Background: an optimization exercise with open tools, aiming at small area and a short achievable clock period. Do not read the settings as production practice. Function was checked by simulation only, so behaviour that the tests miss may differ from the original. The clock cells of run 8 come from the design's own scripts or RTL, not from TritonCTS. No driver is modelled on the clock port, so clock power and skew are understated where the tree is cut down; a real chip needs a root buffer or a tree. Power is estimated from default activity; no workload was simulated.

--- flow/flow/run.sh ---
#!/bin/bash
# Own layout flow: the standard ORFS flow, with plain buffers on the
# ports, no dummy loads in the clock tree and a fanout limit for the
# placement-stage buffering. Make's output goes to flow_make.log here;
# ORFS's per-step logs stay under orfs/logs/.
set -euo pipefail
bash standard.sh finish \
  BUFFER_PORTS_ARGS="-buffer_cell sky130_fd_sc_hd__buf_2" \
  PRE_RESIZE_TCL="$PWD/flow/pre_resize.tcl" \
  CTS_ARGS="-sink_clustering_enable -repair_clock_nets -dont_use_dummy_load -sink_clustering_size 30 -sink_clustering_max_diameter 100" \
  > flow_make.log 2>&1
--- flow/flow/pre_resize.tcl ---
set_max_fanout 16 [current_design]
set_dont_use {sky130_fd_sc_hd__dlygate* sky130_fd_sc_hd__dlymetal* sky130_fd_sc_hd__clkdlybuf*}
--- flow/standard.sh ---
#!/bin/bash
# synth_recipe.tcl (not shown) runs the flow's synth.tcl, then flattens the netlist and writes it again
# the make line also repeats each setting of config.mk as NAME=value (left out here)
make -C /OpenROAD-flow-scripts/flow DESIGN_CONFIG=/design/flow/config.mk WORK_HOME=/design/flow/orfs CLKGATE_MAP_FILE= SYNTH_SCRIPT=/design/flow/synth_recipe.tcl "${@:-finish}"
--- flow/config.mk ---
export PLATFORM = sky130hd
export DESIGN_NAME = led_scan_capture
export DESIGN_NICKNAME = led_scan_capture
export VERILOG_FILES = /design/flow/design.v
export SDC_FILE = /design/flow/constraint.sdc
export NUM_CORES = 4
export LEC_CHECK = 0
export CAP_MARGIN = 20
export CORE_MARGIN = 2
export CORE_UTILIZATION = 70
export SETUP_SLACK_MARGIN = 3.6
export SLEW_MARGIN = 20
--- flow/constraint.sdc ---
create_clock -name core_clock -period 6.0 [get_ports {Clock}]
set_input_delay 1.2000 -clock core_clock [delete_from_list [all_inputs] [get_ports {Clock}]]
set_output_delay 1.2000 -clock core_clock [all_outputs]
set_load 0.01 [all_outputs]
--- flow/design.v ---
package led_scan_pkg;
  localparam int unsigned NUM_ROWS = 16;
  localparam int unsigned ROW_BITS = 4;
  localparam int unsigned ROW_MSB  = 35;
  localparam int unsigned ROW_LSB  = 32;
  localparam int unsigned GRN_MSB  = 31;
  localparam int unsigned RED_MSB  = 15;
  typedef logic [15:0][15:0] pixel_frame_t;
  typedef enum logic {
    SEEK,
    CAPTURE
  } capture_state_t;
  function automatic logic [15:0] reverse16(input logic [15:0] v);
    logic [15:0] r;
    r = '0;
    for (int unsigned i = 0; i < 16; i++) begin
      r[i] = v[15-i];
    end
    reverse16 = r;
  endfunction
endpackage
module led_row_stabiliser
#(
  parameter int unsigned STABLE_CYCLES = 4
) (
  input  logic       clk_i,
  input  logic       rst_i,
  input  logic [3:0] row_i,
  output logic [3:0] row_o,
  output logic       row_q_o,
  output logic       row_q_n_o,
  output logic [3:0] row_d_o,
  output logic       row_q_d_o
);
  localparam int unsigned CW = (STABLE_CYCLES > 2) ? $clog2(STABLE_CYCLES) : 1;
  logic [3:0]    row_q;
  logic [3:0]    last_q;
  logic          last_vld_q;
  logic [CW-1:0] cnt_q;
  logic          qual_q;
  logic          qual_n_q;
  logic [3:0]    row_d;
  logic [3:0]    last_d;
  logic          last_vld_d;
  logic [CW-1:0] cnt_d;
  logic          qual_d;
  always_comb begin
    if (rst_i) begin
      row_d      = '0;
      last_d     = '0;
      last_vld_d = 1'b0;
      cnt_d      = '0;
    end else begin
      row_d      = row_i;
      last_d     = qual_q ? row_q : last_q;
      last_vld_d = last_vld_q || qual_q;
      if (row_i != row_q) begin
        cnt_d = '0;
      end else if (cnt_q < CW'(STABLE_CYCLES - 1)) begin
        cnt_d = cnt_q + CW'(1);
      end else begin
        cnt_d = cnt_q;
      end
    end
    qual_d = (cnt_d == CW'(STABLE_CYCLES - 1)) && (!last_vld_d || (row_d != last_d));
  end
  always_ff @(posedge clk_i) begin
    row_q      <= row_d;
    last_q     <= last_d;
    last_vld_q <= last_vld_d;
    cnt_q      <= cnt_d;
    qual_q     <= qual_d;
    qual_n_q   <= !qual_d;
  end
  assign row_o     = row_q;
  assign row_q_o   = qual_q;
  assign row_q_n_o = qual_n_q;
  assign row_d_o   = row_d;
  assign row_q_d_o = qual_d;
endmodule
module led_scan_capture
#(
  parameter int unsigned STABLE_CYCLES  = 4,
  parameter int unsigned TIMEOUT_CYCLES = 1048576
) (
  input  logic         Clock,
  input  logic         RST,
  input  logic [35:0]  GPIO_1,
  output logic [15:0][15:0] RedPixels,
  output logic [15:0][15:0] GrnPixels,
  output logic         frame_valid,
  output logic         frame_error,
  output logic         stalled,
  output logic [15:0]  frame_count
);
  localparam int unsigned IW = (TIMEOUT_CYCLES > 2) ? $clog2(TIMEOUT_CYCLES) : 1;
  logic [31:0] col_q;
  always_ff @(posedge Clock) col_q <= GPIO_1[31:0];
  logic [3:0] row;       
  logic       row_q;     
  logic       row_q_n;   
  logic [3:0] row_d;
  logic       row_q_d;
  led_row_stabiliser #(
    .STABLE_CYCLES(STABLE_CYCLES)
  ) u_stab (
    .clk_i    (Clock),
    .rst_i    (RST),
    .row_i    (GPIO_1[35:32]),
    .row_o    (row),
    .row_q_o  (row_q),
    .row_q_n_o(row_q_n),
    .row_d_o  (row_d),
    .row_q_d_o(row_q_d)
  );
  logic [15:0] red_rev;
  logic [15:0] grn_rev;
  always_comb begin
    for (int i = 0; i < 16; i++) begin
      red_rev[i] = col_q[15 - i];
      grn_rev[i] = col_q[31 - i];
    end
  end
  logic       state_q;       
  logic [3:0] exp_row_q;
  logic       state_d;
  logic [3:0] exp_row_d;
  logic       error_d;
  logic       row0;
  assign row0 = (row == 4'd0);
  always_comb begin
    state_d   = state_q;
    exp_row_d = exp_row_q;
    error_d   = 1'b0;
    if (RST) begin
      state_d   = 1'b0;
      exp_row_d = '0;
    end else if (row_q) begin
      if (!state_q) begin
        if (row0) begin
          state_d   = 1'b1;
          exp_row_d = 4'd1;
        end
      end else if (row0) begin
        error_d   = (exp_row_q != 4'd0);
        exp_row_d = 4'd1;
      end else if (row == exp_row_q) begin
        exp_row_d = exp_row_q + 4'd1;
      end else begin
        error_d = 1'b1;
        state_d = 1'b0;
      end
    end
  end
  logic commit_d;
  logic commit_q;
  logic keep_q;
  if (STABLE_CYCLES >= 2) begin : g_commit
    assign commit_d = row_q_d && (row_d == 4'd0) && state_q && (exp_row_q == 4'd0);
  end else begin : g_commit
    assign commit_d = row_q_d && (row_d == 4'd0) && state_d && (exp_row_d == 4'd0);
  end
  always_ff @(posedge Clock) begin
    state_q   <= state_d;
    exp_row_q <= exp_row_d;
    commit_q  <= commit_d;
    keep_q    <= !commit_d;
  end
  always_ff @(posedge Clock) begin
    if (RST) begin
      frame_valid <= 1'b0;
      frame_error <= 1'b0;
      frame_count <= '0;
    end else begin
      frame_valid <= commit_q;
      frame_error <= error_d;
      if (commit_q) frame_count <= frame_count + 16'd1;
    end
  end
  logic [15:0][15:0] red_sh_q;
  logic [15:0][15:0] grn_sh_q;
  logic [15:0] sh_wr;
  logic [15:0] sh_keep;
  always_comb begin
    for (int r = 0; r < 16; r++) begin
      sh_wr[r]   = row_q && (row == 4'(r));
      sh_keep[r] = row_q_n || (row != 4'(r));
    end
  end
  always_ff @(posedge Clock) begin
    for (int r = 0; r < 16; r++) begin
      red_sh_q[r] <= (red_rev & {16{sh_wr[r]}}) | (red_sh_q[r] & {16{sh_keep[r]}});
      grn_sh_q[r] <= (grn_rev & {16{sh_wr[r]}}) | (grn_sh_q[r] & {16{sh_keep[r]}});
    end
  end
  logic ld;
  logic hold;
  assign ld   = commit_q && !RST;
  assign hold = keep_q && !RST;
  always_ff @(posedge Clock) begin
    RedPixels <= (red_sh_q & {256{ld}}) | (RedPixels & {256{hold}});
    GrnPixels <= (grn_sh_q & {256{ld}}) | (GrnPixels & {256{hold}});
  end
  logic [IW-1:0] idle_q;
  always_ff @(posedge Clock) begin
    if (RST || row_q) begin
      idle_q  <= '0;
      stalled <= 1'b0;
    end else begin
      idle_q  <= idle_q + IW'(1);
      stalled <= stalled || (idle_q == IW'(TIMEOUT_CYCLES - 1));
    end
  end
endmodule
==> results.json, run 1 <==
{
  "synth_seq_cells": 1115,
  "place.gp.congestion": 0.852,
  "setup_viol": 0,
  "drive_gt1_frac": 0.260,
  "clock_path_buffers": 3,
  "fin_nets": 3242,
  "dp_hpwl_um": 72600,
  "period_needed_ns": 2.40,
  "core-area_um2": 47800,
  "cp.arrival_ns": 2.95,
  "synth_area_leaders": "dfxtp_1 (66%), a22o_1 (26%), clkbuf_1 (2.0%)",
  "synthArstFlopShare": 0,
  "io_buffers": 568,
  "hold_depth": 1,
  "rsz0062_at_grt": "true",
  "tightest_slew_ns": 1.15,
  "r2r-start": "u_stab.qual_q$_DFF_P_",
  "final_cells": 3817,
  "dp.cells": 3764,
  "hold_viol": 0,
  "totalWireLength_um": 104000,
  "ys_types": 49,
  "min_path_type": "reg -> reg",
  "clkLatencyLatePin_ns": 0.60,
  "rows": 80,
  "ys_seq_area_frac": 0.656,
  "layout_common_cells": "dfxtp_1 (1,079), a22o_1 (1,024), buf_2 (599)",
  "finalClockSkew_ns": 0.0631,
  "reg2reg_slack_ns": 3.66,
  "area_delta_synth_final_pct": 14.6,
  "first_pass_iters": 5,
  "cts_made_buffers": 43,
  "startpoint": "RST",
  "max-cap-violations": 0,
  "fmax_mhz": 416,
  "post-route-drc-count": 0,
  "die_w_um": 225,
  "endpoint_kind": "flop",
  "cp.required_ns": 6.55,
  "start_util": 0.712,
  "yosys_warnings": 2,
  "status": "timing/DRC/antenna clean",
  "synth-edff-count": 0,
  "ir_drop_v": 0.000262,
  "vias_per_cell": 6.73,
  "critPathMaxFanout": 16,
  "grt_pass1_wl_um": 154000,
  "timing.hold.ws_ns": 0.436,
  "synth_top_area_frac": 0.656,
  "clk_pin_slew_ns": 0.11,
  "syn-cell-area_um2": 34100,
  "fin_crit_sh": 0.401,
  "antenna_found_initial": 4,
  "die_area_um2": 50400,
  "power.density_nw_per_um2": 284,
  "synth_nets": 2739,
  "startpoint_type": "input port",
  "tns_ns": 0,
  "cp-endpoint": "RedPixels[151]$_DFF_P_",
  "grt_max_degree": 31,
  "synth_ff_type": "dfxtp_1",
  "vias": 25700,
  "track_usage": 0.399,
  "cts_tree": "done",
  "grt_overflow": 0,
  "h-tree-depth": 2,
  "wl_per_cell_um": 27.3,
  "synthCells": 2697,
  "synth_top_area_cell": "dfxtp_1",
  "slew_viol_final": 0,
  "syn_avg_cell_area_um2": 12.6,
  "cts.sinks": 1115,
  "critPathKind": "in -> reg",
  "mostFrequentLayoutCell": "dfxtp_1",
  "p_leak_nw": 17.2,
  "r2r_cells": 5,
  "drtIter0Drc": 2645,
  "power_mw": 11.1,
  "die_y_um": 225,
  "final_antenna_net_count": 0,
  "grt_pass1_vias": 24200,
  "cts_root_buf": "clkbuf_16",
  "slew_headroom": 0.235,
  "io_pins": 569,
  "reg2reg_to": "grn_sh_q[201]$_DFF_P_"
}
registers in the layout (all words and copies together), names as in the netlist, 2 cells and up:
| register | cells |
|---|---|
| exp_row_q | 4 |
| u_stab.last_q | 4 |
| red_sh_q | 256 |
| idle_q | 20 |
| col_q | 32 |
| frame_count | 16 |
| RedPixels | 256 |
| u_stab.row_q | 4 |
| u_stab.cnt_q | 2 |
| grn_sh_q | 256 |
| GrnPixels | 256 |
per-stage QoR:
step | instance area, µm² | worst slack, ns | util
2_1_floorplan | 34100 | 3.71 | -
3_3_place_gp | 36900 | 2.85 | 0.771
3_5_place_dp | 37400 | 0.997 | 0.782
4_1_cts | 38900 | 3.48 | 0.813
5_1_grt | 39000 | 3.57 | 0.816
6_report | 39000 | 3.60 | 0.816
cells in the mapped netlist (all sizes together) (2+ instances only):
master,instances
a21oi,11
nand4,11
nor2,66
nor3,7
or3,6
and3,2
nand3b,3
o21ai,6
buf,108
or4,6
nor2b,10
nand2b,3
or2,4
mux2i,7
ha,4
nand2,28
o31ai,3
xor2,10
nor4,10
a22o,1024
dfxtp,1115
xnor2,25
inv,9
and2,2
nand3,18
clkbuf,181
and4,3
area by class of cell:
class / instances / area (µm²)
sequential: 1115 / 22400
multi-input combinational: 1284 / 10600
fill: 2885 / 8820
timing repair buffer: 747 / 4150
clock buffer: 43 / 1080
tap: 615 / 769
inverter: 9 / 33.8
antenna: 4 / 10.0
layer usage:
metal  GRT usage  vias up  share of wire
li1            -    11100              -
met1       0.514    12800           0.38
met2       0.619     1497           0.45
met3       0.106      294           0.11
met4       0.212        2          0.059
met5           0        -        0.00012
cells by family after synthesis:
kind of cell	share of synthesized area
flops	0.656
compound gates	0.269
buf+inv	0.0355
simple gates	0.0274
xor+xnor	0.00900
mux	0.00206
fa+ha+maj	0.00147
worst min-delay path by stage:
stage | from | endpoint | slack, ns
after floorplan | u_stab.cnt_q[0]$_DFF_P_ | u_stab.cnt_q[0]$_DFF_P_ | 0.41
after global placement | u_stab.cnt_q[0]$_DFF_P_ | u_stab.cnt_q[0]$_DFF_P_ | 0.42
after detailed placement | u_stab.cnt_q[0]$_DFF_P_ | u_stab.cnt_q[0]$_DFF_P_ | 0.45
after CTS | grn_sh_q[41]$_DFF_P_ | GrnPixels[41]$_DFF_P_ | 0.43
after global routing | grn_sh_q[41]$_DFF_P_ | GrnPixels[41]$_DFF_P_ | 0.44
final | grn_sh_q[41]$_DFF_P_ | GrnPixels[41]$_DFF_P_ | 0.44
critical path, stage by stage:
cell,delay [ns]
buf_2,0.17
nor2b_4,0.15
buf_4,0.29
buf_12,0.14
buf_2,0.30
buf_6,0.24
buf_4,0.26
a22o_1,0.18
where the power goes:
part	switching, mW	internal (mW)	leakage, nW
logic	0.0945	0.0440	7.63
registers	0.102	7.42	9.01
clock network	2.14	1.30	0.530
timing repair:
action                                  in CTS  in global routing
gates resized for setup                    265                 94
pin swaps                                    0                  1
endpoints found under the setup margin     967                518
buffers inserted                             4                  2
cloned                                       0                  0
hold buffers                                 0                  0
==> inputs of run 2 (changes only) <==
--- a/flow/config.mk
+++ b/flow/config.mk
@@ -10,3 +10,3 @@
 export CORE_UTILIZATION = 70
-export SETUP_SLACK_MARGIN = 3.6
+export SETUP_SLACK_MARGIN = 3.75
 export SLEW_MARGIN = 20
==> run 2 against run 1 <==
Net effect:
- the run now fails in global routing
- area after synthesis did not move
- synthesized cell count did not move
==> results.json, run 2 <==
{
  "worst-ep-kind": "output port",
  "io_buffers": 568,
  "synth-edff-count": 0,
  "ys_seq_area_frac": 0.656,
  "start_util": 0.712,
  "synth_commonest_cells": "dfxtp_1 (1,115), a22o_1 (1,024), clkbuf_1 (181)",
  "synth_top_area_cell": "dfxtp_1",
  "yosys_warnings": 2,
  "synth_nets": 2739,
  "cts_made_buffers": 43,
  "die_w_um": 225,
  "place.gp.congestion": 0.881,
  "cts_root_buf": "clkbuf_16",
  "synthAdderAreaFrac": 0.00147,
  "syn-cell-area_um2": 34100,
  "die_y_um": 225,
  "firstError": "[ERROR GRT-0232] Routing congestion too high. Check the congestion heatmap in the GUI.",
  "synthCells": 2697,
  "track_usage": 0.829,
  "ys_types": 49,
  "synthArstFlopShare": 0,
  "synth_seq_cells": 1115,
  "clock_path_buffers": 3,
  "synth_area_leaders": "dfxtp_1 (66%), a22o_1 (26%), clkbuf_1 (2.0%)",
  "cts.sinks": 1115,
  "io_pins": 569,
  "grt_overflow": 17,
  "syn_avg_cell_area_um2": 12.6,
  "lastStage": "global routing",
  "crit_endpoint": "GrnPixels[99]",
  "ctsHoldBuffers": 0,
  "yosys.area_share.simple": 0.0274,
  "synth-xor-area-share": 0.00900,
  "antenna_found_initial": 33,
  "dp_hpwl_um": 72300,
  "synth_mux_area_frac": 0.00206,
  "synth-compound-area-share": 0.269,
  "grt_max_degree": 31,
  "synth_ff_type": "dfxtp_1",
  "synth_most_common_cell": "dfxtp_1",
  "synth_top_area_frac": 0.656,
  "synth_top_family_by_area": "compound AO/OA/AOI/OAI gates",
  "status": "did not finish",
  "h-tree-depth": 2,
  "rows": 80
}
-- run 2: worst max-delay path by stage --
stage | startpoint | end | slack [ns] | cells after the start
4_1_cts | GrnPixels[99]$_DFF_P_ | GrnPixels[99] | 3.62 | 1
3_5_place_dp | RST | GrnPixels[23]$_DFF_P_ | 0.04 | 11
3_3_place_gp | RST | RedPixels[7]$_DFF_P_ | 2.59 | 4
2_1_floorplan | RST | GrnPixels[0]$_DFF_P_ | 3.71 | 5
-- run 2: through the flow --
step	setup WS [ns]	instances	cell area, µm²	utilization	total power [mW]
floorplan	3.71	2697	34100	-	7.71
CTS	3.62	3986	44300	0.926	11.1
global placement	2.59	3630	36900	0.772	7.79
detailed placement	0.0410	3773	37500	0.783	7.80
-- run 2: logic make-up after synthesis --
logic type	count (synthesis)
fa+ha+maj	4
simple gates	184
compound gates	1054
flops	1115
mux	7
xor+xnor	35
buf+inv	298
-- run 2: power by group through the flow --
stage                     clock (mW)  combinational (mW)  sequential [mW]
after CTS                       3.43               0.139             7.50
after floorplan                    0               0.122             7.59
after detailed placement           0               0.122             7.68
after global placement             0               0.105             7.68
-- run 2: layer usage --
metal,overflow,track usage
met5,0,0.478
met2,3,0.950
met4,7,0.819
met3,7,0.728
met1,0,0.825
-- run 2: repair_timing --
action                     4_1_cts
hold endpoints to repair         0
resized for setup             1526
pin swaps                        2
setup endpoints to repair     1549
buffers inserted               170
cloned                           0
==> inputs of run 3 (changes only) <==
==> flow/flow/pre_resize.tcl (replaced) <==
set_max_fanout 16 [current_design]
--- a/flow/config.mk
+++ b/flow/config.mk
@@ -9,4 +9,4 @@
 export CORE_MARGIN = 2
-export CORE_UTILIZATION = 70
-export SETUP_SLACK_MARGIN = 3.75
+export CORE_UTILIZATION = 55
+export SETUP_SLACK_MARGIN = 3.6
 export SLEW_MARGIN = 20
==> run 3 against run 2 <==
Net effect:
- now clean on timing, DRC and antenna
- synthesized cell count is the same
- area after synthesis unchanged
==> results.json, run 3 <==
{
  "status": "timing/DRC/antenna clean",
  "tns_ns": 0,
  "place.gp.congestion": 0.840,
  "setup_viol": 0,
  "tightest_slew_ns": 1.19,
  "diodes": 0,
  "cp.arrival_ns": 1.18,
  "grt_pass1_vias": 23600,
  "synth-xor-area-share": 0.00900,
  "core-area_um2": 61500,
  "syn-cell-area_um2": 34100,
  "sequentialPowerShare": 0.674,
  "grt_max_degree": 31,
  "io_buffers": 568,
  "dp_hpwl_um": 75300,
  "synth_mux_area_frac": 0.00206,
  "grt_overflow": 0,
  "yosys.area_share.simple": 0.0274,
  "timing.hold.ws_ns": 0.453,
  "layout_common_cells": "dfxtp_1 (1,049), a22o_1 (1,024), buf_2 (557)",
  "slew_headroom": 0.204,
  "antenna_found_initial": 2,
  "crit_chain": "buf_2",
  "synth-edff-count": 0,
  "drtIter0Drc": 2008,
  "cts_tree": "done",
  "clk_pin_slew_ns": 0.11,
  "power_mw": 11.2,
  "synth_nets": 2739,
  "critPathKind": "reg -> out",
  "synth-compound-area-share": 0.269,
  "ctsHoldBuffers": 0,
  "nFillCells": 4892,
  "post-route-drc-count": 0,
  "vias": 24800,
  "track_usage": 0.327,
  "swShare": 0.215,
  "synth_commonest_cells": "dfxtp_1 (1,115), a22o_1 (1,024), clkbuf_1 (181)",
  "rows": 91,
  "synth_area_leaders": "dfxtp_1 (66%), a22o_1 (26%), clkbuf_1 (2.0%)",
  "cp_slowest_cell": "dfxtp_1",
  "p_int_mw": 8.76,
  "grt_pass1_wl_um": 159000,
  "reg2reg_slack_ns": 3.67,
  "crit_buf_inv": 1,
  "synth_top_area_cell": "dfxtp_1",
  "synthAdderAreaFrac": 0.00147,
  "synth_top_area_frac": 0.656,
  "syn_avg_cell_area_um2": 12.6,
  "synthArstFlopShare": 0,
  "endpoint_kind": "output pin",
  "yosys_warnings": 2,
  "synth_seq_cells": 1115,
  "final_antenna_net_count": 0,
  "synth_most_common_cell": "dfxtp_1",
  "period_needed_ns": 2.38,
  "synthCells": 2697,
  "hold_path_end": "u_stab.cnt_q[0]$_DFF_P_",
  "hold_depth": 1,
  "combPwrFrac": 0.013,
  "vias_per_cell": 6.24,
  "reg2reg_to": "red_sh_q[85]$_DFF_P_",
  "ys_types": 49,
  "cts_root_buf": "clkbuf_16",
  "slew_viol_final": 0,
  "hold_viol": 0,
  "min_path_type": "reg -> reg",
  "synth_ff_type": "dfxtp_1",
  "drive_gt1_frac": 0.266,
  "finalClockSkew_ns": 0.0607,
  "p_leak_nw": 17.4,
  "clkLatencyLatePin_ns": 0.60,
  "synth_top_family_by_area": "compound AO/OA/AOI/OAI gates",
  "start_util": 0.554,
  "cts.sinks": 1115,
  "clockPowerShare": 0.313,
  "ir_drop_v": 0.000234,
  "totalWireLength_um": 109000,
  "r2r_cells": 7,
  "clock_path_buffers": 3,
  "die_w_um": 253,
  "die_area_um2": 63900,
  "critPathMaxFanout": 2,
  "max-cap-violations": 0,
  "fin_nets": 3235,
  "h-tree-depth": 2,
  "die_y_um": 253,
  "power.density_nw_per_um2": 282,
  "cp_top_family": "flip-flops",
  "mostFrequentLayoutCell": "dfxtp_1",
  "first_pass_iters": 5,
  "cp.required_ns": 4.80,
  "cts_made_buffers": 43,
  "startpoint_type": "flop",
  "fmax_mhz": 421,
  "min_from": "u_stab.cnt_q[0]$_DFF_P_",
  "p_sw_mw": 2.40,
  "cpPeakStageDelay_ns": 0.36,
  "io_pins": 569,
  "area_delta_synth_final_pct": 16.3,
  "fin_crit_sh": 0.396,
  "ys_seq_area_frac": 0.656,
  "wl_per_cell_um": 27.3,
  "rsz0062_at_grt": "false",
  "r2r-start": "u_stab.row_q[3]$_DFF_P_"
}
-- run 3: cell counts after synthesis --
Identical to the previous run, type by type.
-- run 3: worst max-delay path by stage --
stage | end | slack (ns) | startpoint | cells past startpoint
after detailed placement | GrnPixels[91]$_DFF_P_ | -1.04 | RST | 9
after floorplan | GrnPixels[0]$_DFF_P_ | 3.71 | RST | 5
final | RedPixels[237] | 3.62 | RedPixels[237]$_DFF_P_ | 1
after global placement | GrnPixels[229]$_DFF_P_ | 2.48 | RST | 4
after CTS | grn_sh_q[39]$_DFF_P_ | 3.35 | u_stab.row_q[3]$_DFF_P_ | 6
after global routing | GrnPixels[108] | 3.60 | GrnPixels[108]$_DFF_P_ | 1
-- run 3: cells by family after synthesis --
logic type                 count (synthesis)
AOI/OAI and AO/OA                       1054
muxes                                      7
and+or+nand+nor                          184
xor gates and xnor gates                  35
DFF                                     1115
buffers and inverters                    298
adders and majority gates                  4
-- run 3: power by group through the flow --
stage / Sequential, mW / Combinational [mW] / Clock [mW]
2_1_floorplan: 7.59 / 0.122 / 0
3_3_place_gp: 7.69 / 0.113 / 0
3_5_place_dp: 7.69 / 0.148 / 0
4_1_cts: 7.52 / 0.146 / 3.53
5_1_grt: 7.52 / 0.158 / 3.77
6_report: 7.52 / 0.148 / 3.50
-- run 3: layout make-up --
cell class,instances,area [µm²],share of cell area
sequential,1115,22400,0.566
multi-input combinational,1284,10600,0.269
timing repair buffer,740,4450,0.112
clock buffer,43,1080,0.0272
tap,790,988,0.0250
inverter,9,33.8,0.000853
-- run 3: metal layers --
metal	GRT usage	part of all wire
met1	0.450	0.43
met2	0.525	0.46
met3	0.0569	0.073
met4	0.104	0.035
met5	0	0.00015
-- run 3: what timing repair did --
item / in CTS / in global routing
gates cloned: 0 / 0
gates resized for setup: 530 / 179
pin swaps: 1 / 2
setup buffers: 0 / 2
endpoints found under the setup margin: 1074 / 683
endpoints found under the hold margin: 0 / 0
-- run 3: per-stage QoR --
step                      worst slack [ns]  utilization  instances  area (µm²)
after CTS                             3.35        0.641       3979       39400
after global placement                2.48        0.604       3796       37100
after floorplan                       3.71            -       2697       34100
final                                 3.62        0.644       3981       39600
after detailed placement             -1.04        0.626       3936       38500
after global routing                  3.60        0.644       3981       39600
==> inputs of run 4 (changes only) <==
--- a/flow/flow/run.sh
+++ b/flow/flow/run.sh
@@ -7,5 +7,5 @@
 bash standard.sh finish \
-  BUFFER_PORTS_ARGS="-buffer_cell sky130_fd_sc_hd__buf_2" \
+  BUFFER_PORTS_ARGS="-buffer_cell sky130_fd_sc_hd__buf_1" \
   PRE_RESIZE_TCL="$PWD/flow/pre_resize.tcl" \
-  CTS_ARGS="-sink_clustering_enable -repair_clock_nets -dont_use_dummy_load -sink_clustering_size 30 -sink_clustering_max_diameter 100" \
+  CTS_ARGS="-sink_clustering_enable -repair_clock_nets -dont_use_dummy_load -sink_clustering_size 24 -sink_clustering_max_diameter 80" \
   > flow_make.log 2>&1
==> flow/flow/pre_resize.tcl (replaced) <==
set_max_fanout 16 [current_design]
set_dont_use {sky130_fd_sc_hd__dlygate* sky130_fd_sc_hd__dlymetal* sky130_fd_sc_hd__clkdlybuf*}
==> run 4 against run 3 <==
Net effect:
- still clean
- clock power increased by 8.3%
- routed wire length down 1.3%
- final area decreased by 0.59%
- global-route usage is 0.31 points lower
- critical path type is now in -> reg
- highest routed layer unchanged
==> results.json, run 4 <==
{
  "antenna_found_initial": 6,
  "cts.sinks": 1115,
  "wl_per_cell_um": 26.8,
  "drive_gt1_frac": 0.205,
  "synth_top_area_cell": "dfxtp_1",
  "cp_slowest_cell": "buf_2",
  "fmax_mhz": 413,
  "power.density_nw_per_um2": 291,
  "synthCells": 2697,
  "critPathKind": "in -> reg",
  "hold_viol": 0,
  "clk_pin_slew_ns": 0.10,
  "die_w_um": 253,
  "h-tree-depth": 2,
  "io_buffers": 568,
  "totalWireLength_um": 107000,
  "synth_top_area_frac": 0.656,
  "place.gp.congestion": 0.823,
  "clkLatencyLatePin_ns": 0.63,
  "dp_hpwl_um": 74800,
  "cp.arrival_ns": 3.00,
  "mostFrequentLayoutCell": "dfxtp_1",
  "ir_drop_v": 0.000237,
  "vias_per_cell": 6.19,
  "syn_avg_cell_area_um2": 12.6,
  "synth_area_leaders": "dfxtp_1 (66%), a22o_1 (26%), clkbuf_1 (2.0%)",
  "track_usage": 0.324,
  "tightest_slew_ns": 1.20,
  "synth-edff-count": 0,
  "synth_commonest_cells": "dfxtp_1 (1,115), a22o_1 (1,024), clkbuf_1 (181)",
  "die_y_um": 253,
  "cts_tree": "done",
  "fin_crit_sh": 0.404,
  "ctsHoldBuffers": 0,
  "reg2reg_slack_ns": 3.68,
  "cp_top_family": "buffers and inverters",
  "first_pass_iters": 7,
  "area_delta_synth_final_pct": 15.6,
  "syn-cell-area_um2": 34100,
  "status": "timing/DRC/antenna clean",
  "synth_ff_type": "dfxtp_1",
  "slew_headroom": 0.196,
  "max-cap-violations": 0,
  "tns_ns": 0,
  "clock_path_buffers": 3,
  "start_util": 0.554,
  "finalClockSkew_ns": 0.0361,
  "ys_types": 49,
  "final_cells": 3997,
  "design_area_um2": 39400,
  "rows": 91,
  "cp.required_ns": 6.58,
  "rsz0062_at_grt": "true",
  "crit_chain": "buf_4 > buf_4 > buf_4 > nor2b_4 > buf_12 > buf_2 > buf_2 > a22o_1",
  "grt_pass1_wl_um": 157000,
  "endpoint_kind": "flop",
  "layout_common_cells": "dfxtp_1 (1,059), a22o_1 (1,024), buf_2 (286)",
  "synth_nets": 2739,
  "dp.cells": 3939,
  "final_antenna_net_count": 0,
  "grt_pass1_vias": 23700,
  "critPathMaxFanout": 16,
  "synth_most_common_cell": "dfxtp_1",
  "p_leak_nw": 16.4,
  "min_path_type": "reg -> reg",
  "slew_viol_final": 0,
  "yosys_warnings": 2,
  "dpl_cell_area_um2": 36900,
  "core-area_um2": 61500,
  "timing.hold.ws_ns": 0.457,
  "setup_viol": 0,
  "io_pins": 569,
  "vias": 24800,
  "crit_buf_inv": 6,
  "crit_top_cell": "buf_4",
  "synth_seq_cells": 1115,
  "synthArstFlopShare": 0,
  "grt_overflow": 0,
  "post-route-drc-count": 0,
  "ys_seq_area_frac": 0.656,
  "cpPeakStageDelay_ns": 0.38,
  "die_area_um2": 63900,
  "drtIter0Drc": 2159,
  "cts_made_buffers": 52,
  "fin_nets": 3249,
  "cts_root_buf": "clkbuf_16",
  "period_needed_ns": 2.42,
  "grt_max_degree": 25,
  "startpoint_type": "input port"
}
==> run 4: cell counts after synthesis <==
No cell type changed its count.
==> run 4: area by class of cell <==
| cell class | instances | area, µm² |
|---|---|---|
| sequential | 1115 | 22400 |
| fill | 4915 | 22100 |
| multi-input combinational | 1284 | 10600 |
| timing repair buffer | 745 | 3990 |
| clock buffer | 52 | 1300 |
| tap | 790 | 988 |
| inverter | 9 | 33.8 |
| antenna | 2 | 5.00 |
==> run 4: what timing repair did <==
action | CTS | global route
setup endpoints to repair | 1239 | 553
gates resized for setup | 544 | 212
setup buffers | 4 | 0
pin swaps | 1 | 0
==> run 4: path summary, 6_finish.rpt <==
kind                           startpoint                     end  depth (start not counted)
hold reg to reg      grn_sh_q[41]$_DFF_P_   GrnPixels[41]$_DFF_P_                          1
setup reg to reg  u_stab.row_q[0]$_DFF_P_    grn_sh_q[41]$_DFF_P_                          5
hold / removal       grn_sh_q[41]$_DFF_P_   GrnPixels[41]$_DFF_P_                          1
setup / recovery                      RST  GrnPixels[234]$_DFF_P_                          8
==> run 4: per-stage QoR <==
stage                     power (mW)  utilization  worst slack (ns)
after floorplan                 7.71            -              3.71
after global placement          7.79        0.592              2.68
after detailed placement        7.81        0.601             0.998
after CTS                       11.5        0.634              3.60
after global routing            11.8        0.640              3.54
final                           11.4        0.640              3.58
==> run 4: power breakdown <==
group / internal (mW) / leakage (nW) / switching, mW
Sequential: 7.41 / 9.02 / 0.0994
Clock: 1.55 / 0.641 / 2.24
Combinational: 0.0348 / 6.72 / 0.102
Total: 8.99 / 16.4 / 2.45
==> run 4: kinds of logic after synthesis <==
family	count (synthesis)	synth area share
adders and majority gates	4	0.00147
AOI/OAI and AO/OA	1054	0.269
DFF	1115	0.656
and+or+nand+nor	184	0.0274
buffers and inverters	298	0.0355
xor gates and xnor gates	35	0.00900
muxes	7	0.00206
==> run 4: layer usage <==
metal / global-route usage / part of all wire / vias to the layer above
met5: 0 / 0.00050 / -
met4: 0.126 / 0.040 / 8
met3: 0.0735 / 0.085 / 195
met2: 0.512 / 0.46 / 1018
met1: 0.432 / 0.42 / 12400
li1: - / - / 11200
==> run 4: worst reg2reg max path, delay by kind of cell (launching register included) <==
kind | cells | cell delay, ns
buffers and inverters | 2 | 0.81
flip-flops | 1 | 0.55
AND/OR/NAND/NOR | 2 | 0.42
AO/OA/AOI/OAI | 1 | 0.41
==> inputs of run 5 (changes only) <==
--- a/flow/design.v
+++ b/flow/design.v
@@ -203,10 +203,25 @@
   end
-  logic [IW-1:0] idle_q;
-  always_ff @(posedge Clock) begin
-    if (RST || row_q) begin
-      idle_q  <= '0;
-      stalled <= 1'b0;
-    end else begin
-      idle_q  <= idle_q + IW'(1);
-      stalled <= stalled || (idle_q == IW'(TIMEOUT_CYCLES - 1));
+  if (TIMEOUT_CYCLES == 1048576) begin : g_idle
+    logic [19:0] idle_q;
+    logic        low_zero;
+    assign low_zero = (idle_q[18:0] == 19'd0);
+    always_ff @(posedge Clock) begin
+      if (RST || row_q) begin
+        idle_q  <= '0;
+        stalled <= 1'b0;
+      end else begin
+        idle_q  <= {idle_q[18:0], idle_q[19] ^ idle_q[16] ^ low_zero};
+        stalled <= stalled || (idle_q[19] && low_zero);
+      end
+    end
+  end else begin : g_idle
+    logic [IW-1:0] idle_q;
+    always_ff @(posedge Clock) begin
+      if (RST || row_q) begin
+        idle_q  <= '0;
+        stalled <= 1'b0;
+      end else begin
+        idle_q  <= idle_q + IW'(1);
+        stalled <= stalled || (idle_q == IW'(TIMEOUT_CYCLES - 1));
+      end
     end
--- a/flow/flow/run.sh
+++ b/flow/flow/run.sh
@@ -7,5 +7,5 @@
 bash standard.sh finish \
-  BUFFER_PORTS_ARGS="-buffer_cell sky130_fd_sc_hd__buf_1" \
+  BUFFER_PORTS_ARGS="-buffer_cell sky130_fd_sc_hd__buf_2" \
   PRE_RESIZE_TCL="$PWD/flow/pre_resize.tcl" \
-  CTS_ARGS="-sink_clustering_enable -repair_clock_nets -dont_use_dummy_load -sink_clustering_size 24 -sink_clustering_max_diameter 80" \
+  CTS_ARGS="-sink_clustering_enable -repair_clock_nets -dont_use_dummy_load -sink_clustering_size 30 -sink_clustering_max_diameter 100" \
   > flow_make.log 2>&1
--- a/flow/config.mk
+++ b/flow/config.mk
@@ -10,3 +10,3 @@
 export CORE_UTILIZATION = 55
-export SETUP_SLACK_MARGIN = 3.6
+export SETUP_SLACK_MARGIN = 3.68
 export SLEW_MARGIN = 20
==> run 5 against run 4 <==
Net effect:
- highest routed layer unchanged
- area after synthesis is 0.42% lower
- global-route usage increased by 0.34 points
- hold slack worse by 0.013 ns
- power shrank 2.6%
- still clean on timing, DRC and antenna
- combinational power increased by 14%
- non-clock buffer count rose by 142
- clock power down 8.2%
- final area increased by 10%
- sequential share of layout area fell by 3.8 points
==> results.json, run 5 <==
{
  "status": "timing/DRC/antenna clean",
  "post-route-drc-count": 0,
  "wl_per_cell_um": 26.6,
  "synth_commonest_cells": "dfxtp_1 (1,115), a22o_1 (1,024), buf_2 (149)",
  "first_pass_iters": 5,
  "period_needed_ns": 2.34,
  "area_delta_synth_final_pct": 27.9,
  "grt_pass1_vias": 24000,
  "h-tree-depth": 2,
  "cp.arrival_ns": 1.14,
  "power.density_nw_per_um2": 257,
  "crit_chain": "buf_6",
  "syn-cell-area_um2": 33900,
  "synth_top_area_frac": 0.658,
  "setup_viol": 0,
  "die_y_um": 252,
  "dp_hpwl_um": 73900,
  "fin_crit_sh": 0.390,
  "synthCells": 2649,
  "grt_max_degree": 31,
  "yosys_warnings": 2,
  "synth_top_area_cell": "dfxtp_1",
  "track_usage": 0.327,
  "fin_ws_ns": 3.66,
  "finalClockSkew_ns": 0.0582,
  "clock_path_buffers": 3,
  "ys_seq_area_frac": 0.658,
  "grt_overflow": 0,
  "min_path_type": "reg -> reg",
  "clkLatencyLatePin_ns": 0.60,
  "synth_seq_cells": 1115,
  "timing.hold.ws_ns": 0.443,
  "drtIter0Drc": 1833,
  "syn_avg_cell_area_um2": 12.8,
  "layout_common_cells": "a22o_1 (1,024), dfxtp_1 (592), dfxtp_2 (491)",
  "cp.required_ns": 4.80,
  "vias_per_cell": 6.19,
  "slew_headroom": 0.186,
  "tightest_slew_ns": 1.22,
  "synthArstFlopShare": 0,
  "final_antenna_net_count": 0,
  "crit_buf_inv": 1,
  "place.gp.congestion": 0.828,
  "critPathKind": "reg -> out",
  "synth_nets": 2690,
  "startpoint_type": "flop",
  "fmax_mhz": 428,
  "io_buffers": 568,
  "die_w_um": 252,
  "hold_viol": 0,
  "rows": 91,
  "mostFrequentLayoutCell": "a22o_1",
  "cts.sinks": 1115,
  "synth_top_family_by_area": "compound AO/OA/AOI/OAI gates",
  "cp_top_family": "flip-flops",
  "cts_made_buffers": 43,
  "vias": 25300,
  "p_leak_nw": 18.4,
  "rsz0062_at_grt": "true",
  "critPathMaxFanout": 2,
  "synth_mux_area_frac": 0.00207,
  "synth_ff_type": "dfxtp_1",
  "design_area_um2": 43400,
  "drive_gt1_frac": 0.445,
  "core-area_um2": 61400,
  "yosys.area_share.simple": 0.0255,
  "cts_root_buf": "clkbuf_16",
  "totalWireLength_um": 109000,
  "clk_pin_slew_ns": 0.11,
  "synth-compound-area-share": 0.268,
  "synth_area_leaders": "dfxtp_1 (66%), a22o_1 (26%), buf_2 (2.2%)",
  "cp_slowest_cell": "dfxtp_4",
  "dpl_cell_area_um2": 37500,
  "slew_viol_final": 0,
  "synth-xor-area-share": 0.00620,
  "ys_types": 49,
  "tns_ns": 0,
  "fin_nets": 3335,
  "grt_pass1_wl_um": 159000,
  "place_ws_ns": 0.202,
  "cpPeakStageDelay_ns": 0.39,
  "nFillCells": 4428,
  "synthAdderAreaFrac": 0.00111,
  "start_util": 0.553,
  "ir_drop_v": 0.000267,
  "cts_tree": "done",
  "synth_most_common_cell": "dfxtp_1",
  "endpoint_kind": "output pin",
  "antenna_found_initial": 3,
  "die_area_um2": 63700,
  "max-cap-violations": 0,
  "io_pins": 569,
  "finish.utilization": 0.707,
  "synth-edff-count": 0
}
[run 5: cell count changes in the layout (fill, tap and decap cells not counted), moves of 9 or more]
cell and change:
dfxtp_1 -467, dfxtp_2 +441, buf_6 +377, buf_1 -204, buf_4 +126, buf_2 -93
clkbuf_2 -79, dfxtp_4 +26, and2_1 +17, nor2_1 -15, buf_8 +13, clkbuf_16 -9
[run 5: kinds of logic (layout without fill, tap and decap cells)]
| group | count (synthesis) | count (layout) |
|---|---|---|
| AO/OA/AOI/OAI | 1043 | 1043 |
| XOR/XNOR | 24 | 24 |
| adder cells (fa/ha/maj) | 3 | 3 |
| buffers and inverters | 296 | 939 |
| flip-flops | 1115 | 1115 |
| multiplexers | 7 | 7 |
| other | 0 | 3 |
| AND/OR/NAND/NOR | 161 | 161 |
[run 5: layout make-up]
| class | count | area [µm²] | area share |
|---|---|---|---|
| clock buffers | 43 | 1080 | 0.0248 |
| repair buffers | 887 | 7840 | 0.181 |
| diodes | 3 | 7.51 | 0.000173 |
| flip-flops and latches | 1115 | 23100 | 0.531 |
| inverters | 9 | 33.8 | 0.000779 |
| multi-input cells | 1238 | 10400 | 0.239 |
| well taps | 790 | 988 | 0.0228 |
[run 5: metrics by stage]
step | std cells | total power [mW]
after global routing | 4082 | 11.4
after CTS | 4034 | 11.2
final | 4085 | 11.1
after detailed placement | 3900 | 7.82
after floorplan | 2649 | 7.72
after global placement | 3756 | 7.80
[run 5: routing by layer]
layer	wire length, µm	part of all wire	vias to the layer above	global-route usage
met5	13	0.00012	-	0
li1	-	-	11200	-
met4	4210	0.039	2	0.117
met1	45200	0.42	12800	0.436
met2	51100	0.47	1021	0.535
met3	8000	0.074	185	0.0596
[run 5: worst reg2reg max path, delay by kind of cell, from the launching register on]
kind                   cells  cell delay [ns]
buffers and inverters      2             0.93
flip-flops                 1             0.56
AO/OA/AOI/OAI              1             0.23
AND/OR/NAND/NOR            2             0.48
[run 5: final timing paths]
| path | startpoint | to | slack, ns | cells past startpoint |
|---|---|---|---|---|
| max | RedPixels[60]$_DFF_P_ | RedPixels[60] | 3.66 | 1 |
| min | u_stab.cnt_q[0]$_DFF_P_ | u_stab.cnt_q[0]$_DFF_P_ | 0.44 | 1 |
| max reg2reg | u_stab.row_q[0]$_DFF_P_ | grn_sh_q[239]$_DFF_P_ | 3.75 | 5 |
| min reg2reg | u_stab.cnt_q[0]$_DFF_P_ | u_stab.cnt_q[0]$_DFF_P_ | 0.44 | 1 |
[run 5: timing repair]
item                       4_1_cts  5_1_grt
pin swaps                        0        2
hold buffers                     0        0
resized for setup             1297      225
setup endpoints to repair     1473      905
cloned                           0        0
setup buffers                   91       48
[run 5: power breakdown]
| group | internal (mW) | switching, mW | total, mW |
|---|---|---|---|
| combinational | 0.0539 | 0.102 | 0.156 |
| clock | 1.30 | 2.18 | 3.48 |
| sequential | 7.40 | 0.106 | 7.50 |
==> inputs of run 6 (changes only) <==
--- a/flow/config.mk
+++ b/flow/config.mk
@@ -10,3 +10,3 @@
 export CORE_UTILIZATION = 55
-export SETUP_SLACK_MARGIN = 3.68
+export SETUP_SLACK_MARGIN = 3.6
 export SLEW_MARGIN = 20
==> run 6 against run 5 <==
Net effect:
- die area unchanged
- synthesized cell count unchanged
- worst setup slack worse by 0.048 ns
- flip-flop and latch count did not move
- largest cell class unchanged
- highest routed layer unchanged
==> results.json, run 6 <==
{
  "die_y_um": 252,
  "yosys.area_share.simple": 0.0255,
  "finalClockSkew_ns": 0.0582,
  "cts_tree": "done",
  "cts_made_buffers": 43,
  "area_delta_synth_final_pct": 15.9,
  "power.density_nw_per_um2": 283,
  "synth_nets": 2690,
  "first_pass_iters": 6,
  "die_w_um": 252,
  "status": "timing/DRC/antenna clean",
  "start_util": 0.553,
  "critPathMaxFanout": 2,
  "syn-cell-area_um2": 33900,
  "min_path_type": "reg -> reg",
  "hold_viol": 0,
  "slew_viol_final": 0,
  "antenna_found_initial": 3,
  "rows": 91,
  "drive_gt1_frac": 0.273,
  "power_mw": 11.1,
  "startpoint_type": "flop",
  "sequentialPowerShare": 0.675,
  "synth_top_area_cell": "dfxtp_1",
  "swShare": 0.213,
  "cts.sinks": 1115,
  "rsz0062_at_grt": "true",
  "io_buffers": 568,
  "die_area_um2": 63700,
  "clkLatencyLatePin_ns": 0.60,
  "clockPowerShare": 0.311,
  "period_needed_ns": 2.38,
  "combPwrFrac": 0.014,
  "crit_chain": "buf_2",
  "fmax_mhz": 419,
  "p_sw_mw": 2.37,
  "core-area_um2": 61400,
  "grt_pass1_wl_um": 155000,
  "p_int_mw": 8.76,
  "synth-edff-count": 0,
  "layout_common_cells": "dfxtp_1 (1,053), a22o_1 (1,024), buf_2 (569)",
  "cpPeakStageDelay_ns": 0.42,
  "synth_mux_area_frac": 0.00207,
  "grt_max_degree": 31,
  "clock_path_buffers": 3,
  "track_usage": 0.320,
  "h-tree-depth": 2,
  "synth_commonest_cells": "dfxtp_1 (1,115), a22o_1 (1,024), buf_2 (149)",
  "setup_viol": 0,
  "grt_pass1_vias": 23200,
  "crit_buf_inv": 1,
  "max-cap-violations": 0,
  "yosys_warnings": 2,
  "tightest_slew_ns": 1.15,
  "synth_area_leaders": "dfxtp_1 (66%), a22o_1 (26%), buf_2 (2.2%)",
  "synth_ff_type": "dfxtp_1",
  "cts_root_buf": "clkbuf_16",
  "fin_crit_sh": 0.397,
  "slew_headroom": 0.230,
  "clk_pin_slew_ns": 0.11,
  "endpoint_kind": "output pin",
  "ys_seq_area_frac": 0.658,
  "mostFrequentLayoutCell": "dfxtp_1",
  "cp.required_ns": 4.80,
  "syn_avg_cell_area_um2": 12.8,
  "synthArstFlopShare": 0,
  "synth-xor-area-share": 0.00620,
  "tns_ns": 0,
  "synth_top_family_by_area": "compound AO/OA/AOI/OAI gates",
  "place.gp.congestion": 0.828,
  "vias_per_cell": 6.19,
  "cp.arrival_ns": 1.18,
  "synth_seq_cells": 1115,
  "synth-compound-area-share": 0.268,
  "post-route-drc-count": 0,
  "cp_top_family": "flip-flops",
  "fin_nets": 3200,
  "synthCells": 2649,
  "final_antenna_net_count": 0,
  "dp_hpwl_um": 73900,
  "p_leak_nw": 17.2,
  "totalWireLength_um": 106000,
  "cp_slowest_cell": "dfxtp_1",
  "synth_top_area_frac": 0.658,
  "vias": 24500,
  "io_pins": 569,
  "drtIter0Drc": 1869,
  "critPathKind": "reg -> out",
  "ir_drop_v": 0.000246,
  "synthAdderAreaFrac": 0.00111,
  "synth_most_common_cell": "dfxtp_1",
  "wl_per_cell_um": 26.8,
  "grt_overflow": 0,
  "ctsHoldBuffers": 0,
  "ys_types": 49
}
## run 6: cell count changes in the layout (fill, tap and decap cells not counted), moves of 7 or more
| cell | change |
|---|---|
| dfxtp_2 | -433 |
| buf_8 | -7 |
| buf_6 | -369 |
| buf_2 | +376 |
| dfxtp_1 | +461 |
| dfxtp_4 | -28 |
| buf_4 | -141 |
## run 6: layer usage
layer  routed length, µm  GRT usage  vias to the layer above
li1                    -          -                    11000
met1               45100      0.430                    12400
met2               49000      0.512                      899
met3                7470     0.0608                      170
met4                4300      0.127                        2
met5                  13          0                        -
## run 6: cell type report
cell class / count / area (µm²)
clock buffers: 43 / 1080
multi-input cells: 1238 / 10400
repair buffers: 752 / 4410
inverters: 9 / 33.8
flip-flops and latches: 1115 / 22400
fillers: 4858 / 22100
well taps: 790 / 988
diodes: 2 / 5.00
## run 6: kinds of logic after synthesis
kind of cell               after synthesis
DFF                                   1115
AOI/OAI and AO/OA                     1043
buffers and inverters                  296
and+or+nand+nor                        161
xor gates and xnor gates                24
muxes                                    7
adders and majority gates                3
## run 6: path summary, 6_finish.rpt
check                          start                       to  slack [ns]  cells after the start
max           GrnPixels[133]$_DFF_P_           GrnPixels[133]        3.62                      1
min          u_stab.cnt_q[0]$_DFF_P_  u_stab.cnt_q[0]$_DFF_P_        0.44                      1
max reg2reg  u_stab.row_q[3]$_DFF_P_     grn_sh_q[30]$_DFF_P_        3.65                      7
min reg2reg  u_stab.cnt_q[0]$_DFF_P_  u_stab.cnt_q[0]$_DFF_P_        0.44                      1
## run 6: power groups by stage
stage | Combinational (mW) | Clock [mW] | Sequential (mW)
2_1_floorplan | 0.127 | 0 | 7.59
6_report | 0.151 | 3.47 | 7.52
3_3_place_gp | 0.114 | 0 | 7.69
3_5_place_dp | 0.130 | 0 | 7.69
5_1_grt | 0.161 | 3.76 | 7.52
4_1_cts | 0.145 | 3.50 | 7.52
## run 6: per-stage QoR
stage	hold slack [ns]	setup WS, ns	utilization	area, µm²	cells
detailed placement	0.425	0.202	0.610	37500	3900
CTS	0.445	3.60	0.638	39100	3947
floorplan	0.409	3.71	-	33900	2649
finish	0.440	3.62	0.640	39300	3949
global route	0.472	3.60	0.640	39300	3947
global placement	0.417	2.72	0.602	36900	3756
## run 6: timing repair
item,4_1_cts,5_1_grt
endpoints found under the hold margin,0,0
setup buffers,4,0
resized for setup,327,116
gates cloned,0,0
setup endpoints to repair,1025,626
==> inputs of run 7 (changes only) <==
--- a/flow/config.mk
+++ b/flow/config.mk
@@ -9,3 +9,3 @@
 export CORE_MARGIN = 2
-export CORE_UTILIZATION = 55
+export CORE_UTILIZATION = 62
 export SETUP_SLACK_MARGIN = 3.6
==> run 7 against run 6 <==
Net effect:
- critical path depth unchanged
- still clean on timing, DRC and antenna
- largest power group unchanged
- utilization increased by 8.2 points
- largest cell class unchanged
- first-iteration DRC count increased by 27%
- critical endpoint is now RedPixels[185]
==> results.json, run 7 <==
{
  "cts.sinks": 1115,
  "hold_viol": 0,
  "status": "timing/DRC/antenna clean",
  "dp.cells": 3803,
  "post-route-drc-count": 0,
  "h-tree-depth": 2,
  "clock_path_buffers": 3,
  "wl_per_cell_um": 27.2,
  "place.gp.congestion": 0.849,
  "cts_made_buffers": 43,
  "yosys_warnings": 2,
  "io_pins": 569,
  "synth_commonest_cells": "dfxtp_1 (1,115), a22o_1 (1,024), buf_2 (149)",
  "synth_nets": 2690,
  "min_path_type": "reg -> reg",
  "synth_seq_cells": 1115,
  "syn_avg_cell_area_um2": 12.8,
  "critPathKind": "reg -> out",
  "synth_ff_type": "dfxtp_1",
  "final_antenna_net_count": 0,
  "syn-cell-area_um2": 33900,
  "layout_common_cells": "dfxtp_1 (1,056), a22o_1 (1,024), buf_2 (597)",
  "first_pass_iters": 5,
  "synthArstFlopShare": 0,
  "track_usage": 0.358,
  "vias": 24800,
  "place_ws_ns": 0.844,
  "timing.hold.ws_ns": 0.409,
  "synthCells": 2649,
  "antenna_found_initial": 7,
  "rsz0062_at_grt": "true",
  "dp_hpwl_um": 73000,
  "fin_ws_ns": 3.63,
  "vias_per_cell": 6.44,
  "cts_tree": "done",
  "grt_overflow": 0,
  "rows": 85,
  "drive_gt1_frac": 0.270,
  "clk_pin_slew_ns": 0.11,
  "cp_top_family": "flip-flops",
  "synth_top_area_cell": "dfxtp_1",
  "mostFrequentLayoutCell": "dfxtp_1",
  "clkLatencyLatePin_ns": 0.60,
  "cp.required_ns": 4.80,
  "ys_seq_area_frac": 0.658,
  "area_delta_synth_final_pct": 14.8,
  "synth_top_area_frac": 0.658,
  "tns_ns": 0,
  "fmax_mhz": 421,
  "die_w_um": 238,
  "p_leak_nw": 17.2,
  "fin_crit_sh": 0.396,
  "grt_pass1_vias": 23500,
  "period_needed_ns": 2.37,
  "die_y_um": 238,
  "grt_max_degree": 31,
  "io_buffers": 568,
  "core-area_um2": 53900,
  "synth_area_leaders": "dfxtp_1 (66%), a22o_1 (26%), buf_2 (2.2%)",
  "power.density_nw_per_um2": 285,
  "grt_pass1_wl_um": 154000,
  "synth-edff-count": 0,
  "ys_types": 49,
  "cts_root_buf": "clkbuf_16",
  "synth_most_common_cell": "dfxtp_1",
  "die_area_um2": 56600,
  "cp.arrival_ns": 1.17,
  "final_cells": 3850,
  "setup_viol": 0,
  "startpoint_type": "flop",
  "cpPeakStageDelay_ns": 0.39,
  "critPathMaxFanout": 2,
  "ir_drop_v": 0.000275,
  "start_util": 0.629,
  "crit_chain": "buf_2",
  "slew_viol_final": 0,
  "tightest_slew_ns": 1.19,
  "endpoint_kind": "output pin",
  "totalWireLength_um": 105000,
  "cp_slowest_cell": "dfxtp_1",
  "finalClockSkew_ns": 0.0590,
  "slew_headroom": 0.203,
  "drtIter0Drc": 2378,
  "fin_nets": 3194,
  "max-cap-violations": 0,
  "finish.utilization": 0.722,
  "crit_buf_inv": 1
}
run 7: cell type report:
cell class	count	area, µm²
fill	3856	15000
timing repair buffer	746	4170
multi-input combinational	1238	10400
clock buffer	43	1080
antenna	3	7.51
sequential	1115	22400
inverter	9	33.8
tap	696	871
run 7: final timing paths:
| kind | start | end | slack (ns) | cells after the start |
|---|---|---|---|---|
| setup / recovery | RedPixels[185]$_DFF_P_ | RedPixels[185] | 3.63 | 1 |
| hold / removal | red_sh_q[87]$_DFF_P_ | RedPixels[87]$_DFF_P_ | 0.41 | 1 |
| setup reg to reg | u_stab.row_q[1]$_DFF_P_ | red_sh_q[46]$_DFF_P_ | 3.64 | 6 |
| hold reg to reg | red_sh_q[87]$_DFF_P_ | RedPixels[87]$_DFF_P_ | 0.41 | 1 |
run 7: where the power goes:
| group | switching, mW | leakage [nW] | internal, mW | total (mW) |
|---|---|---|---|---|
| Sequential | 0.106 | 9.02 | 7.42 | 7.52 |
| Combinational | 0.0965 | 7.60 | 0.0471 | 0.144 |
| Clock | 2.14 | 0.530 | 1.30 | 3.44 |
| Total | 2.34 | 17.2 | 8.76 | 11.1 |
run 7: per-layer routing:
metal	share of wire	vias to the layer above	track usage
met2	0.45	1122	0.563
met1	0.41	12500	0.487
li1	-	10900	-
met4	0.046	10	0.152
met5	0.00060	-	0
met3	0.085	208	0.0678
run 7: logic make-up after synthesis:
group                      count (synthesis)  share of synthesized area
and+or+nand+nor                          161                     0.0255
buffers and inverters                    296                     0.0386
DFF                                     1115                      0.658
muxes                                      7                    0.00207
AOI/OAI and AO/OA                       1043                      0.268
xor gates and xnor gates                  24                    0.00620
adders and majority gates                  3                    0.00111
run 7: per-stage QoR:
step	area, µm²	power (mW)
global route	38900	11.4
CTS	38800	11.1
floorplan	33900	7.72
detailed placement	37300	7.81
global placement	36700	7.80
finish	38900	11.1
run 7: what timing repair did:
| action | 4_1_cts | 5_1_grt |
|---|---|---|
| endpoints found under the setup margin | 895 | 483 |
| pin swaps | 0 | 1 |
| setup buffers | 0 | 1 |
| gates cloned | 0 | 0 |
| hold buffers | 0 | 0 |
| resized for setup | 272 | 109 |
==> inputs of run 8 (changes only) <==
==> flow/flow/run.sh (replaced) <==
#!/bin/bash
# Own layout flow: the standard ORFS flow, with plain buffers on the
# ports, a fanout limit and no delay cells for the placement-stage
# buffering, and a two-level clock tree (clock_tree.tcl) in place of
# TritonCTS. Make's output goes to flow_make.log here; ORFS's per-step logs
# stay under orfs/logs/.
set -euo pipefail
bash standard.sh finish \
  BUFFER_PORTS_ARGS="-buffer_cell sky130_fd_sc_hd__buf_2" \
  PRE_RESIZE_TCL="$PWD/flow/pre_resize.tcl" \
  PRE_CTS_TCL="$PWD/flow/clock_tree.tcl" \
  > flow_make.log 2>&1
==> flow/flow/clock_tree.tcl (new file) <==
# Shallow clock tree, built in place of TritonCTS (sourced as the PRE_CTS
# hook). The registers are split by recursive bisection of their placement
# into leaf groups of at most CT_LEAF_MAX; each group gets a leaf clock
# buffer at its centre. The leaf buffers are split the same way into
# CT_MID groups, each driven by one buffer on the clock port's net, so
# the port drives CT_MID buffer inputs and every register is two buffers
# from the port. No register's clock is delayed against another's on
# purpose: all take the same two-buffer path.
set ct_leaf_max 26
set ct_mid      4
set ct_leaf_cell sky130_fd_sc_hd__clkbuf_16
set ct_mid_cell  sky130_fd_sc_hd__clkbuf_16

set ct_block [ord::get_db_block]
set ct_clk_net [$ct_block findNet Clock]

# Split items {name x y} into k groups of near-equal size by recursive
# bisection along the wider side.
proc ct_split { items k } {
  if { $k <= 1 } { return [list $items] }
  set xs [lmap it $items { lindex $it 1 }]
  set ys [lmap it $items { lindex $it 2 }]
  set w [expr { [tcl::mathfunc::max {*}$xs] - [tcl::mathfunc::min {*}$xs] }]
  set h [expr { [tcl::mathfunc::max {*}$ys] - [tcl::mathfunc::min {*}$ys] }]
  set idx [expr { $w >= $h ? 1 : 2 }]
  set sorted [lsort -real -index $idx $items]
  set k1 [expr { $k / 2 }]
  set k2 [expr { $k - $k1 }]
  set n [llength $sorted]
  set n1 [expr { int(round(double($n) * $k1 / $k)) }]
  return [concat [ct_split [lrange $sorted 0 [expr { $n1 - 1 }]] $k1] \
                 [ct_split [lrange $sorted $n1 end] $k2]]
}

proc ct_centre { items } {
  set sx 0.0; set sy 0.0
  foreach it $items { set sx [expr { $sx + [lindex $it 1] }]; set sy [expr { $sy + [lindex $it 2] }] }
  set n [llength $items]
  return [list [expr { int($sx / $n) }] [expr { int($sy / $n) }]]
}

proc ct_buffer { block cell name in_net x y } {
  set master [[ord::get_db] findMaster $cell]
  set inst [odb::dbInst_create $block $master $name]
  $inst setLocation [expr { $x - [$master getWidth] / 2 }] [expr { $y - [$master getHeight] / 2 }]
  $inst setPlacementStatus PLACED
  [$inst findITerm A] connect $in_net
  set out [odb::dbNet_create $block "${name}_net"]
  $out setSigType CLOCK
  [$inst findITerm X] connect $out
  return [list $inst $out]
}

# Register clock pins on the port's net.
set ct_sinks {}
foreach it [$ct_clk_net getITerms] {
  set inst [$it getInst]
  set b [$inst getBBox]
  lappend ct_sinks [list $it [expr { ([$b xMin] + [$b xMax]) / 2 }] [expr { ([$b yMin] + [$b yMax]) / 2 }]]
}
set ct_n [llength $ct_sinks]
set ct_nleaf [expr { ($ct_n + $ct_leaf_max - 1) / $ct_leaf_max }]
puts "clock_tree: $ct_n sinks, $ct_nleaf leaf buffers, $ct_mid mid buffers"
$ct_clk_net setSigType CLOCK

set ct_leaves {}
set i 0
foreach grp [ct_split $ct_sinks $ct_nleaf] {
  lassign [ct_centre $grp] x y
  lappend ct_leaves [list $grp $x $y $i]
  incr i
}
set j 0
foreach mgrp [ct_split $ct_leaves $ct_mid] {
  lassign [ct_centre $mgrp] mx my
  lassign [ct_buffer $ct_block $ct_mid_cell "clkbuf_mid_$j" $ct_clk_net $mx $my] minst mnet
  foreach leaf $mgrp {
    lassign $leaf grp x y li
    lassign [ct_buffer $ct_block $ct_leaf_cell "clkbuf_leaf_$li" $mnet $x $y] linst lnet
    foreach s $grp {
      set it [lindex $s 0]
      $it disconnect
      $it connect $lnet
    }
  }
  incr j
}

# Stand in for TritonCTS: cts.tcl's call then does nothing.
rename clock_tree_synthesis ct_unused_clock_tree_synthesis
proc clock_tree_synthesis { args } {
  puts "clock_tree: TritonCTS skipped, tree built by clock_tree.tcl"
  set_propagated_clock [all_clocks]
}
--- a/flow/config.mk
+++ b/flow/config.mk
@@ -10,3 +10,3 @@
 export CORE_UTILIZATION = 62
-export SETUP_SLACK_MARGIN = 3.6
+export SETUP_SLACK_MARGIN = 3.8
 export SLEW_MARGIN = 20
==> run 8 against run 7 <==
Net effect:
- still clean
- first-iteration DRC count decreased by 20%
- cell count grew 1.3%
- fmax is 1.5% higher
- via count grew 1.5%
- worst setup slack improved by 0.035 ns
- critical path depth increased by 11
- area after synthesis unchanged
- sequential share of layout area fell by 1.8 points
- global-route usage shrank 0.32 points
- final area up 3.0%
- critical endpoint is now GrnPixels[137]$_DFF_P_
- largest power group unchanged
- highest routed layer unchanged
==> results.json, run 8 <==
{
  "rows": 85,
  "p_leak_nw": 17.7,
  "syn_avg_cell_area_um2": 12.8,
  "synth_commonest_cells": "dfxtp_1 (1,115), a22o_1 (1,024), buf_2 (149)",
  "p_int_mw": 8.93,
  "first_pass_iters": 6,
  "final_antenna_net_count": 0,
  "place_ws_ns": -0.254,
  "slew_viol_final": 0,
  "grt_pass1_wl_um": 154000,
  "endpoint_kind": "flop",
  "post-route-drc-count": 0,
  "hold_viol": 0,
  "swShare": 0.206,
  "grt_max_degree": 27,
  "fin_nets": 3246,
  "startpoint_type": "input port",
  "synth-edff-count": 0,
  "synthArstFlopShare": 0,
  "drtIter0Drc": 1913,
  "power_mw": 11.2,
  "dp_hpwl_um": 73800,
  "drive_gt1_frac": 0.280,
  "mostFrequentLayoutCell": "dfxtp_1",
  "dp.cells": 3805,
  "ir_drop_v": 0.000330,
  "cp.required_ns": 6.31,
  "ys_seq_area_frac": 0.658,
  "synth_most_common_cell": "dfxtp_1",
  "vias_per_cell": 6.45,
  "final_cells": 3900,
  "max-cap-violations": 0,
  "setup_viol": 0,
  "fin_crit_sh": 0.390,
  "nFillCells": 3702,
  "finalClockSkew_ns": 0.0191,
  "fmax_mhz": 428,
  "synthCells": 2649,
  "io_pins": 569,
  "start_util": 0.629,
  "tightest_slew_ns": 1.16,
  "min_path_type": "reg -> reg",
  "ys_types": 49,
  "slew_headroom": 0.222,
  "yosys_warnings": 2,
  "critPathKind": "in -> reg",
  "grt_pass1_vias": 23800,
  "fin_ws_ns": 3.66,
  "p_sw_mw": 2.32,
  "sequentialPowerShare": 0.668,
  "area_delta_synth_final_pct": 18.2,
  "die_area_um2": 56600,
  "track_usage": 0.355,
  "synth_area_leaders": "dfxtp_1 (66%), a22o_1 (26%), buf_2 (2.2%)",
  "vias": 25200,
  "clkLatencyLatePin_ns": 0.42,
  "synth_top_area_frac": 0.658,
  "die_w_um": 238,
  "clk_pin_slew_ns": 0.10,
  "critPathMaxFanout": 6,
  "totalWireLength_um": 106000,
  "synth_top_area_cell": "dfxtp_1",
  "die_y_um": 238,
  "status": "timing/DRC/antenna clean",
  "ctsHoldBuffers": 0,
  "cp.arrival_ns": 2.65,
  "synth_ff_type": "dfxtp_1",
  "syn-cell-area_um2": 33900,
  "antenna_found_initial": 2,
  "wl_per_cell_um": 27.3,
  "synth_seq_cells": 1115,
  "grt_overflow": 0,
  "rsz0062_at_grt": "true",
  "period_needed_ns": 2.34,
  "core-area_um2": 53900,
  "io_buffers": 568,
  "combPwrFrac": 0.020,
  "layout_common_cells": "dfxtp_1 (1,087), a22o_1 (1,024), buf_2 (582)",
  "place.gp.congestion": 0.822,
  "clockPowerShare": 0.312,
  "power.density_nw_per_um2": 280,
  "synth_nets": 2690
}
run 8: worst max-delay path: stages:
cell and delay, ns:
buf_12 0.10, buf_12 0.10, nor2b_4 0.03, buf_12 0.12, buf_12 0.13, buf_12 0.12
buf_12 0.11, buf_12 0.12, buf_12 0.14, buf_12 0.12, buf_8 0.12, a22o_1 0.22
run 8: final timing paths:
kind,startpoint,endpoint,slack (ns),cells after the start
worst min register to register,u_stab.cnt_q[0]$_DFF_P_,u_stab.cnt_q[0]$_DFF_P_,0.45,1
worst min-delay path,u_stab.cnt_q[0]$_DFF_P_,u_stab.cnt_q[0]$_DFF_P_,0.45,1
worst max-delay path,RST,GrnPixels[137]$_DFF_P_,3.66,12
worst max register to register,u_stab.row_q[3]$_DFF_P_,grn_sh_q[45]$_DFF_P_,3.87,6
run 8: repair_timing:
| item | CTS | global route |
|---|---|---|
| gates cloned | 3 | 6 |
| setup endpoints to repair | 1058 | 570 |
| pin swaps | 38 | 67 |
| gates resized for setup | 389 | 103 |
| endpoints found under the hold margin | 0 | 0 |
| setup buffers | 24 | 14 |
run 8: power by group through the flow:
stage          Clock, mW  Sequential (mW)  Combinational (mW)
2_1_floorplan          0             7.59               0.127
3_3_place_gp           0             7.69               0.108
3_5_place_dp           0             7.69               0.125
4_1_cts             3.52             7.51               0.183
5_1_grt             3.77             7.52               0.230
6_report            3.51             7.52               0.220
run 8: stage by stage:
step / TNS, ns / utilization / hold slack (ns) / cell area [µm²]
after floorplan: 0 / - / 0.409 / 33900
after global placement: 0 / 0.682 / 0.418 / 36800
after detailed placement: -3.50 / 0.692 / 0.427 / 37300
after CTS: 0 / 0.734 / 0.441 / 39600
after global routing: 0 / 0.744 / 0.486 / 40100
final: 0 / 0.744 / 0.452 / 40100
run 8: logic make-up after synthesis:
| group | share of synthesized area |
|---|---|
| xor gates and xnor gates | 0.00620 |
| AOI/OAI and AO/OA | 0.268 |
| muxes | 0.00207 |
| adders and majority gates | 0.00111 |
| buffers and inverters | 0.0386 |
| and+or+nand+nor | 0.0255 |
| DFF | 0.658 |
run 8: cell type report:
| cell class | count | area, µm² | share of cell area |
|---|---|---|---|
| flip-flops and latches | 1115 | 22400 | 0.558 |
| multi-input cells | 1238 | 10400 | 0.260 |
| repair buffers | 794 | 5230 | 0.130 |
| plain buffers | 47 | 1180 | 0.0293 |
| well taps | 696 | 871 | 0.0217 |
| inverters | 9 | 33.8 | 0.000843 |
| diodes | 1 | 2.50 | 0.0000624 |
run 8: per-layer routing:
layer	global-route usage	wire length [µm]
met5	0	14
met4	0.156	5510
met3	0.0683	10300
met2	0.556	48000
met1	0.482	42500

-- afterwards: timing with drivers on the ports --
The flow's constraints put no driver on any port. The routed layouts listed below were extracted and timed again, unchanged, in two steps. Step 1 (the two cells are an assumption about what drives the block):
set clk [get_ports {Clock}]
set_driving_cell -lib_cell sky130_fd_sc_hd__clkbuf_16 $clk
set_driving_cell -lib_cell sky130_fd_sc_hd__buf_2 [delete_from_list [all_inputs] $clk]
Step 2 adds t to the input delays and takes it off the output delays; t is the mean of the earliest and latest rising clock arrival at the registers after step 1. Input paths then give back, and output paths get back, about the clock's delay inside the block. Slacks: ideal / step 1 / step 2; pairs: ideal / step 1.
run	t (ns)	setup slack, ns	worst hold slack (ns)
run 1	0.648	3.597 / 3.542 / 2.995	0.436 / 0.436 / 0.436
run 3	0.650	3.623 / 3.561 / 3.019	0.453 / 0.453 / 0.453
run 4	0.682	3.579 / 3.557 / 2.937	0.457 / 0.457 / 0.457
run 5	0.649	3.663 / 3.599 / 3.089	0.443 / 0.443 / 0.443
run 6	0.648	3.615 / 3.551 / 3.013	0.440 / 0.440 / 0.440
run 7	0.641	3.626 / 3.563 / 3.048	0.409 / 0.409 / 0.409
run 8	0.544	3.662 / 3.660 / 3.185	0.452 / 0.452 / 0.452
After both steps setup and hold are still met in every run listed. The setup slack of run 4, which loses most, moves by -0.022 ns with the drivers and by -0.642 ns with both steps.
